From an optimization exercise on the open Yosys and OpenROAD flow, aimed at small area and a short achievable clock period; shortcuts taken in it are not production practice. In this exercise RTL edits were held to simulation tests only and were not proved equivalent to the original. Power and IR drop assume default switching activity.

Design data_memory_bytelane, start of the top module:
module data_memory_bytelane #(
    parameter int XLEN        = 32,
    parameter int DEPTH_WORDS = 64,
    parameter int AW          = $clog2(DEPTH_WORDS)
) (
    input  logic            clk,
    input  logic            rst,
    input  logic            req_rd,
    input  logic            req_wr,
    input  logic [2:0]      funct3,
    input  logic [XLEN-1:0] addr,
    input  logic [XLEN-1:0] wdata,
    output logic            ready,
    output logic [XLEN-1:0] rdata,
    output logic            rvalid,
    output logic            fault
);
Settings: LEC_CHECK=0, CAP_MARGIN=20, CORE_MARGIN=2, CORE_UTILIZATION=62, CTS_BUF_LIST=sky130_fd_sc_hd__clkbuf_16, CTS_CLUSTER_DIAMETER=80, CTS_CLUSTER_SIZE=26, SETUP_SLACK_MARGIN=3.1, SLEW_MARGIN=20, SYNTH_HIERARCHICAL=1; clock period 5.5 ns.
standard.sh (not shown) runs the stock make flow with config.mk's settings and CLKGATE_MAP_FILE= SYNTH_SCRIPT=/design/flow/synth_recipe.tcl, a recipe that flattens the netlist after the stock synthesis.
==> flow/flow/run.sh <==
#!/bin/bash
# Layout flow: the standard flow, with one extra step after placement
# that moves each output port's buffer next to the flip-flop driving it,
# so the flip-flop sees a short wire and the strong port buffer drives the
# long wire to the pin. Every tool's output goes to a log file here.
set -euo pipefail
cd "$(dirname "$0")/.."
bash standard.sh place > std_place.log 2>&1
R=orfs/results/${FLOW_PLATFORM}/data_memory_bytelane/base
export MOVE_DB_IN=$R/3_place.odb
export MOVE_DB_OUT=$R/3_place_moved.odb
OPENROAD=$(command -v openroad || echo ${FLOW_HOME}/../tools/install/OpenROAD/bin/openroad)
"$OPENROAD" -no_init -exit flow/move_out_bufs.tcl > move_out_bufs.log 2>&1
cp $R/3_place_moved.odb $R/3_place.odb
touch $R/3_place.odb
bash standard.sh finish > std_finish.log 2>&1
==> flow/flow/move_out_bufs.tcl <==
# Move each output port buffer next to the register that drives it, then
# legalize the placement.
read_db $::env(MOVE_DB_IN)
set block [ord::get_db_block]
set moved 0
foreach bt [$block getBTerms] {
  if {[$bt getIoType] ne "OUTPUT"} continue
  set net [$bt getNet]
  set buf ""
  foreach it [$net getITerms] {
    if {[$it isOutputSignal]} { set buf [$it getInst] }
  }
  if {$buf eq ""} continue
  set src ""
  foreach it [$buf getITerms] {
    if {[$it isInputSignal]} {
      set inet [$it getNet]
      foreach it2 [$inet getITerms] {
        if {[$it2 isOutputSignal]} { set src [$it2 getInst] }
      }
    }
  }
  if {$src eq ""} continue
  set loc [$src getLocation]
  $buf setLocation [lindex $loc 0] [lindex $loc 1]
  $buf setPlacementStatus PLACED
  puts "moved [$buf getName] next to [$src getName] at $loc"
  incr moved
}
puts "moved $moved buffers"
detailed_placement
check_placement -verbose
write_db $::env(MOVE_DB_OUT)
The first run went through all stages and came out clean.
Change:
- CAP_MARGIN: 20 -> 5
- CTS_CLUSTER_DIAMETER: 80 -> 90
- CTS_CLUSTER_SIZE: 26 -> 30
- SLEW_MARGIN: 20 -> 5
=> The changed run finished clean; power falls by 1.8%; die area does not change; fmax falls by 7.4%; via count rises by 0.33%; wire length rises by 1.2%; clock skew rises by 13 ps.
Change:
==> flow/run.sh (new file) <==
#!/bin/bash
# synth_recipe.tcl (not shown) runs the flow's synth.tcl, then flattens the netlist and writes it again
# the make line also repeats each setting of config.mk as NAME=value (left out here)
make -C /OpenROAD-flow-scripts/flow DESIGN_CONFIG=/design/flow/config.mk WORK_HOME=/design/flow/orfs CLKGATE_MAP_FILE= SYNTH_SCRIPT=/design/flow/synth_recipe.tcl finish
- CAP_MARGIN: 5 -> 20
- CTS_CLUSTER_DIAMETER: 90 -> 60
- SETUP_SLACK_MARGIN: 3.1 -> 3.0
- SLEW_MARGIN: 5 -> 20
removed: flow/flow/run.sh
removed: flow/flow/move_out_bufs.tcl
removed: flow/standard.sh
What happened: The new run produced a clean layout. Worst setup slack is better by 74 ps. Wire length goes down by about 1.9%. Design area rose by about 2%. Maximum frequency went up by about 3%. Via count hardly moves. Global-route usage went up by 0.27 points. Cell count came out higher by 1.0%.
Change:
==> flow/flow/run.sh (new file) <==
#!/bin/bash
# Layout flow: the standard flow, with one extra step after placement
# that moves each output port's buffer next to the flip-flop driving it,
# so the flip-flop sees a short wire and the strong port buffer drives the
# long wire to the pin. Every tool's output goes to a log file here.
set -euo pipefail
cd "$(dirname "$0")/.."
bash standard.sh place > std_place.log 2>&1
R=orfs/results/${FLOW_PLATFORM}/data_memory_bytelane/base
export MOVE_DB_IN=$R/3_place.odb
export MOVE_DB_OUT=$R/3_place_moved.odb
OPENROAD=$(command -v openroad || echo ${FLOW_HOME}/../tools/install/OpenROAD/bin/openroad)
"$OPENROAD" -no_init -exit flow/move_out_bufs.tcl > move_out_bufs.log 2>&1
cp $R/3_place_moved.odb $R/3_place.odb
touch $R/3_place.odb
bash standard.sh finish > std_finish.log 2>&1
==> flow/flow/move_out_bufs.tcl (new file) <==
# Move each output port buffer next to the register that drives it, then
# legalize the placement.
read_db $::env(MOVE_DB_IN)
set block [ord::get_db_block]
set moved 0
foreach bt [$block getBTerms] {
  if {[$bt getIoType] ne "OUTPUT"} continue
  set net [$bt getNet]
  set buf ""
  foreach it [$net getITerms] {
    if {[$it isOutputSignal]} { set buf [$it getInst] }
  }
  if {$buf eq ""} continue
  set src ""
  foreach it [$buf getITerms] {
    if {[$it isInputSignal]} {
      set inet [$it getNet]
      foreach it2 [$inet getITerms] {
        if {[$it2 isOutputSignal]} { set src [$it2 getInst] }
      }
    }
  }
  if {$src eq ""} continue
  set loc [$src getLocation]
  $buf setLocation [lindex $loc 0] [lindex $loc 1]
  $buf setPlacementStatus PLACED
  puts "moved [$buf getName] next to [$src getName] at $loc"
  incr moved
}
puts "moved $moved buffers"
detailed_placement
check_placement -verbose
write_db $::env(MOVE_DB_OUT)
==> flow/standard.sh (new file) <==
#!/bin/bash
# synth_recipe.tcl (not shown) runs the flow's synth.tcl, then flattens the netlist and writes it again
# the make line also repeats each setting of config.mk as NAME=value (left out here)
make -C /OpenROAD-flow-scripts/flow DESIGN_CONFIG=/design/flow/config.mk WORK_HOME=/design/flow/orfs CLKGATE_MAP_FILE= SYNTH_SCRIPT=/design/flow/synth_recipe.tcl "${@:-finish}"
- CTS_CLUSTER_DIAMETER: 60 -> 90
- SETUP_SLACK_MARGIN: 3.0 -> 3.1
removed: flow/run.sh
After rerunning: Sequential power barely changes; routed wire length goes up by 0.72%; via count goes down by 0.38%; count of clock-buffer cells in the layout goes down by 56; maximum frequency goes up by 5.9%; cell count goes down by 1.1%; design area goes down by 2.1%; critical path depth goes up by 9.

## static timing again, ports no longer ideal
No port has a modelled driver above. Below, the same layouts with a new extraction and two added sets of constraints.
Step 1 sets driving cells, clkbuf_16 on the clock port and buf_2 on the other inputs (assumed; they add their load-dependent delay and slew).
Step 2 also shifts input and output timing later by t, the mid clock arrival at the registers, as if the neighbouring blocks saw the same clock.
Slacks: ideal / step 1 / step 2; pairs: ideal / step 1.
run	t, ns	slack for setup (ns)	worst setup path at the end	clock arrival spread, ns	worst slew at a driven data input, ns
the first run	0.797	3.039 / 3.004 / 2.322	input to register	0.030 / 0.030	0.11
the second run	0.801	2.843 / 2.843 / 2.236	input to register	0.044 / 0.044	0.10
the third run	0.889	2.917 / 2.836 / 2.170	input to register	0.039 / 0.039	0.09
the fourth run	0.799	3.062 / 2.986 / 2.331	input to register	0.036 / 0.037	0.10
After both steps every run listed still meets setup and hold. The setup slack of the third run, which loses most, moves by -0.081 ns with the drivers and by -0.747 ns with both steps.
